Context: an optimization exercise on an open-source flow, tuned for a short achievable clock period and few clock cycles. The choices shown serve that exercise and are no tape-out recipe.
In this exercise RTL edits were held to simulation tests only and were not proved equivalent to the original.
Power and IR drop assume default switching activity.

Setup of main:
==> flow/design.v (excerpt) <==
module processor (
    input  logic         clock,
    input  logic         reset,
    output logic [31:0]  address_imem,
    input  logic [31:0]  q_imem,
    output logic [64:0]  dmem_req,
    input  logic [31:0]  q_dmem,
    output logic [4:0]   read_reg_a,
    output logic [4:0]   read_reg_b,
    input  logic [31:0]  data_read_a,
    input  logic [31:0]  data_read_b,
    output logic [37:0]  reg_write
);
    localparam int BB = 4;
    localparam int BN = 1 << BB;
    localparam int TB = 6;
    localparam int LB = 12;
    logic [31:0] pc;             
    logic [31:0] pc_n;           
    logic [31:0] pc_i;
    logic [31:0] pc_next;
    logic [31:0] pc_inc;
    logic [31:0] link;
    logic [BN-1:0]  btb_v;
    logic [TB-1:0]  btb_tag [BN];
    logic [LB-1:0]  btb_lo  [BN];
    logic [1:0]     btb_ctr [BN];
    logic [3:0]     btb_cnt  [BN];
    logic [3:0]     btb_trip [BN];
    logic [BN-1:0]  btb_lv;
    logic [BN-1:0]  btb_pt;      
    logic [BN-1:0]  f_tag_hit;
    logic [3:0]     f_cnt, f_trip;
    logic           f_lv, f_exit;
    logic           f_hit, f_btb_taken;
    logic [1:0]     f_ctr;
    logic [LB-1:0]  f_lo;
    logic [31:0]    f_btb_tgt;
    logic [4:0]  q_op, q_rd, q_fn, q_rb;
    logic        q_alu, q_j, q_bne, q_blt, q_jal, q_jr, q_jr31, q_addi, q_sw, q_lw;
    logic        q_needs_a, q_needs_b;
    logic [31:0] q_jtarget;
    logic        d_valid;
    logic [31:0] d_insn;
    logic [31:0] d_pc, d_pc1;
    logic [31:17] d_hi_p, d_hi_m;    
    logic [4:0]  d_rb, d_rd;
    logic [4:0]  d_ra_out, d_rb_out, d_rs_n, d_rb_n;
    logic        d_writes, d_is_lw, d_is_sw, d_is_bne, d_is_blt, d_is_jr, d_is_jr31, d_is_jump;
    logic        d_uses_imm, d_is_jal, d_static_taken;
    logic        d_btb_hit, d_btb_taken;
    logic [1:0]  d_ctr;
    logic [3:0]  d_cnt, d_trip;
    logic        d_lv;
    logic [31:0] d_fol;          
    logic [31:0] d_jtarget;
    logic        d_sel_add, d_sel_sub, d_sel_and, d_sel_or, d_sel_sll, d_sel_sra;
    logic        stall_r;
    logic        e_valid;
  ...
Size in the first run: about 5300 cells after synthesis, about 1200 flip-flops, about 280 I/O pins, roughly 0.058 sq mm of cells after synthesis.
clock: 8.5 ns
lec_check: 0
abc_clock_period_in_ps: 2500
cap_margin: 20
core_margin: 2
core_utilization: 40
setup_slack_margin: 5
slew_margin: 20
standard.sh (not shown) runs the stock make flow with config.mk's settings and CLKGATE_MAP_FILE= SYNTH_SCRIPT=/design/flow/synth_recipe.tcl, a recipe that flattens the netlist after the stock synthesis.
==> flow/flow/run.sh <==
#!/bin/bash
# Layout flow: the standard ORFS flow (standard.sh: its synthesis
# script, floorplan, power grid, placement, CTS and routing) with these
# changes to how the layout is optimised:
#  - cell sizing may swap cells of a different footprint, so repair can
#    replace slow port buffers and resize freely (MATCH_CELL_FOOTPRINT=0)
#  - ports are buffered with buf_4 instead of the default delay buffer
#  - some slow wide OR / AND-OR cells are added to the don't-use list, so
#    mapping builds carry chains from faster NAND/NOR/AOI gates
#  - setup repair aims for extra slack, to push the achieved period down
# The SDC, clock period, I/O delays, floorplan rules, power grid and tap
# cells are the standard ones. Each step's full output goes to a log here.
set -euo pipefail
EXTRA_DONT_USE="$(tr '\n' ' ' < flow/dont_use_extra.txt)"
make -s -C "$FLOW_HOME" DESIGN_CONFIG="$PWD/config.mk" WORK_HOME="$PWD/orfs" \
    print-DONT_USE_CELLS > dont_use_base.log 2>&1
BASE_DONT_USE="$(sed -n 's/^DONT_USE_CELLS: //p' dont_use_base.log)"
if [[ -z "$BASE_DONT_USE" ]]; then
    echo "could not read the platform's DONT_USE_CELLS" >&2
    exit 1
fi
bash standard.sh \
    MATCH_CELL_FOOTPRINT=0 \
    "BUFFER_PORTS_ARGS=-buffer_cell sky130_fd_sc_hd__buf_4" \
    "DONT_USE_CELLS=$BASE_DONT_USE $EXTRA_DONT_USE" \
    SETUP_SLACK_MARGIN=5.6 \
    finish > standard_flow.log 2>&1
==> flow/flow/dont_use_extra.txt <==
sky130_fd_sc_hd__or4_1
sky130_fd_sc_hd__or4_2
sky130_fd_sc_hd__or4_4
sky130_fd_sc_hd__or4b_1
sky130_fd_sc_hd__or4b_2
sky130_fd_sc_hd__or4b_4
sky130_fd_sc_hd__or4bb_1
sky130_fd_sc_hd__or4bb_2
sky130_fd_sc_hd__or4bb_4
sky130_fd_sc_hd__or3_1
sky130_fd_sc_hd__or3_2
sky130_fd_sc_hd__or3_4
sky130_fd_sc_hd__or3b_1
sky130_fd_sc_hd__or3b_2
sky130_fd_sc_hd__or3b_4
sky130_fd_sc_hd__a2111o_1
sky130_fd_sc_hd__a2111o_2
sky130_fd_sc_hd__a2111o_4
sky130_fd_sc_hd__o2111a_1
sky130_fd_sc_hd__o2111a_2
sky130_fd_sc_hd__o2111a_4
sky130_fd_sc_hd__a311o_1
sky130_fd_sc_hd__a311o_2
sky130_fd_sc_hd__a311o_4
sky130_fd_sc_hd__o311a_1
sky130_fd_sc_hd__o311a_2
sky130_fd_sc_hd__o311a_4
sky130_fd_sc_hd__o41a_1
sky130_fd_sc_hd__o41a_2
sky130_fd_sc_hd__o41a_4
sky130_fd_sc_hd__a41o_1
sky130_fd_sc_hd__a41o_2
sky130_fd_sc_hd__a41o_4
Testbench counts of main, summed over its fixed seeds: cycles 181,048.
### main -> the feature branch
--- a/flow/design.v
+++ b/flow/design.v
@@ -231,19 +231,19 @@
     logic        e_writes, e_is_lw, e_is_sw, e_is_bne, e_is_blt, e_is_jr, e_is_jr31;
     logic        e_btb_hit;
     logic [1:0]  e_ctr;
     logic [3:0]  e_cnt, e_trip;
     logic        e_lv, e_back;
     logic        e_fol_tgt, e_fol_pc1, e_fol_ok;
     logic [31:0] e_fol, e_tgt, e_alt, e_pc;
     logic [4:0]  e_shamt;
     logic        e_sel_add, e_sel_sub, e_sel_and, e_sel_or, e_sel_sll, e_sel_sra, e_sel_b;
-    logic [31:0] m_res, m_res_n, m_addr, m_sd;
+    logic [31:0] m_res, m_addr, m_sd;
     logic [4:0]  m_rd;
     logic        m_writes, m_is_lw, m_store;
     logic        w_en;
     logic [4:0]  w_rd;
     logic [31:0] w_data;
     logic           u_en;
     logic [31:0]    u_pc;
     logic [LB-1:0]  u_lo;
     logic [1:0]     u_ctr;
@@ -512,19 +512,18 @@
             m_store  <= 1'b0;
         end else begin
             m_writes <= e_valid && e_writes;
             m_is_lw  <= e_valid && e_is_lw;
             m_store  <= e_valid && e_is_sw;
         end
     end
     always_ff @(posedge clock) begin
         m_addr   <= alu_result;
-        m_res_n  <= ~alu_result;
         m_sd     <= e_fwd_bl ? q_dmem : op_b;
         m_rd     <= e_rd;
     end
     always_ff @(posedge clock) begin
         if (reset) begin
             u_en <= 1'b0;
         end else begin
             u_en <= e_valid && ((is_br && (e_btb_hit || taken)) || (e_is_jr && !e_is_jr31));
         end
@@ -543,19 +542,19 @@
         end else begin
             u_cnt  <= 4'd0;
             u_trip <= e_cnt;
             u_lv   <= (e_cnt != 4'd15) && (e_cnt != 4'd0);
         end
         if (e_is_jr || !e_btb_hit)  u_ctr <= 2'b11;
         else if (taken)             u_ctr <= (e_ctr == 2'b11) ? 2'b11 : e_ctr + 2'd1;
         else                        u_ctr <= (e_ctr == 2'b00) ? 2'b00 : e_ctr - 2'd1;
     end
-    assign m_res    = ~m_res_n;
+    assign m_res    = m_addr;
     assign dmem_req = {m_addr, m_sd, m_store};
     always_ff @(posedge clock) begin
         if (reset) begin
             w_en <= 1'b0;
         end else begin
             w_en <= m_writes;
         end
     end
     always_ff @(posedge clock) begin
--- outcome ---
Taking main as the reference point, the synthesized cell count of the feature branch falls by about 2.2%.
Per the comparison of the feature branch with main, growth of design area from synthesis to finish climbed 2.5 points, critical path depth climbed 3, count of filler cells inserted in the layout dropped 1.8%, post-layout instance area climbed 0.44%.
Going from main to the feature branch, data arrival at the endpoint of the critical path decreased 0.38 ns, net load switching power up 5.9%, utilization now larger.
Of the two values seen for end point of the critical path, pc[0] was produced by the feature branch and e_a[30] by main.
The power share of the combinational group reported for the feature branch is greater than that of main by 2.9 points.
Via count of the first global-routing pass: the feature branch higher than main
Between the feature branch and main, it is the feature branch whose average size of a mapped cell is higher, by 0.080 sq um.
As far as buffer depth of the longest clock path goes, main and the feature branch are indistinguishable; the numbers are identical.
Testbench counts of the feature branch, summed over its fixed seeds: cycles 181,048.

## static timing again, ports no longer ideal
The flow's constraints put no driver on any port. The routed layouts listed below were extracted and timed again, unchanged, in two steps.
Step 1 (the two cells are an assumption about what drives the block):
set clk [get_ports {clock}]
set_driving_cell -lib_cell sky130_fd_sc_hd__clkbuf_16 $clk
set_driving_cell -lib_cell sky130_fd_sc_hd__buf_2 [delete_from_list [all_inputs] $clk]
Step 2 times the ports against the registers' clock, not the clock port: input delays grow and output delays shrink by t, the midpoint of the rising clock arrivals with the driver on.
a / b / c = ideal ports / drivers / drivers and shift; a / b = the first two.
| run | shift t [ns] | setup slack, ns | hold WS [ns] | worst data-port slew with drivers (ns) | pins driven straight from the clock port |
|---|---|---|---|---|---|
| main | 0.851 | 4.725 / 4.725 / 4.442 | 0.326 / 0.326 / 0.326 | 0.17 | 1 |
| the feature branch | 0.862 | 5.097 / 5.097 / 4.372 | 0.327 / 0.327 / 0.327 | 0.14 | 1 |
After both steps every run listed still meets setup and hold. For the feature branch, which loses most, drivers alone change the setup slack by 0.000 ns; drivers and shift together by -0.725 ns.
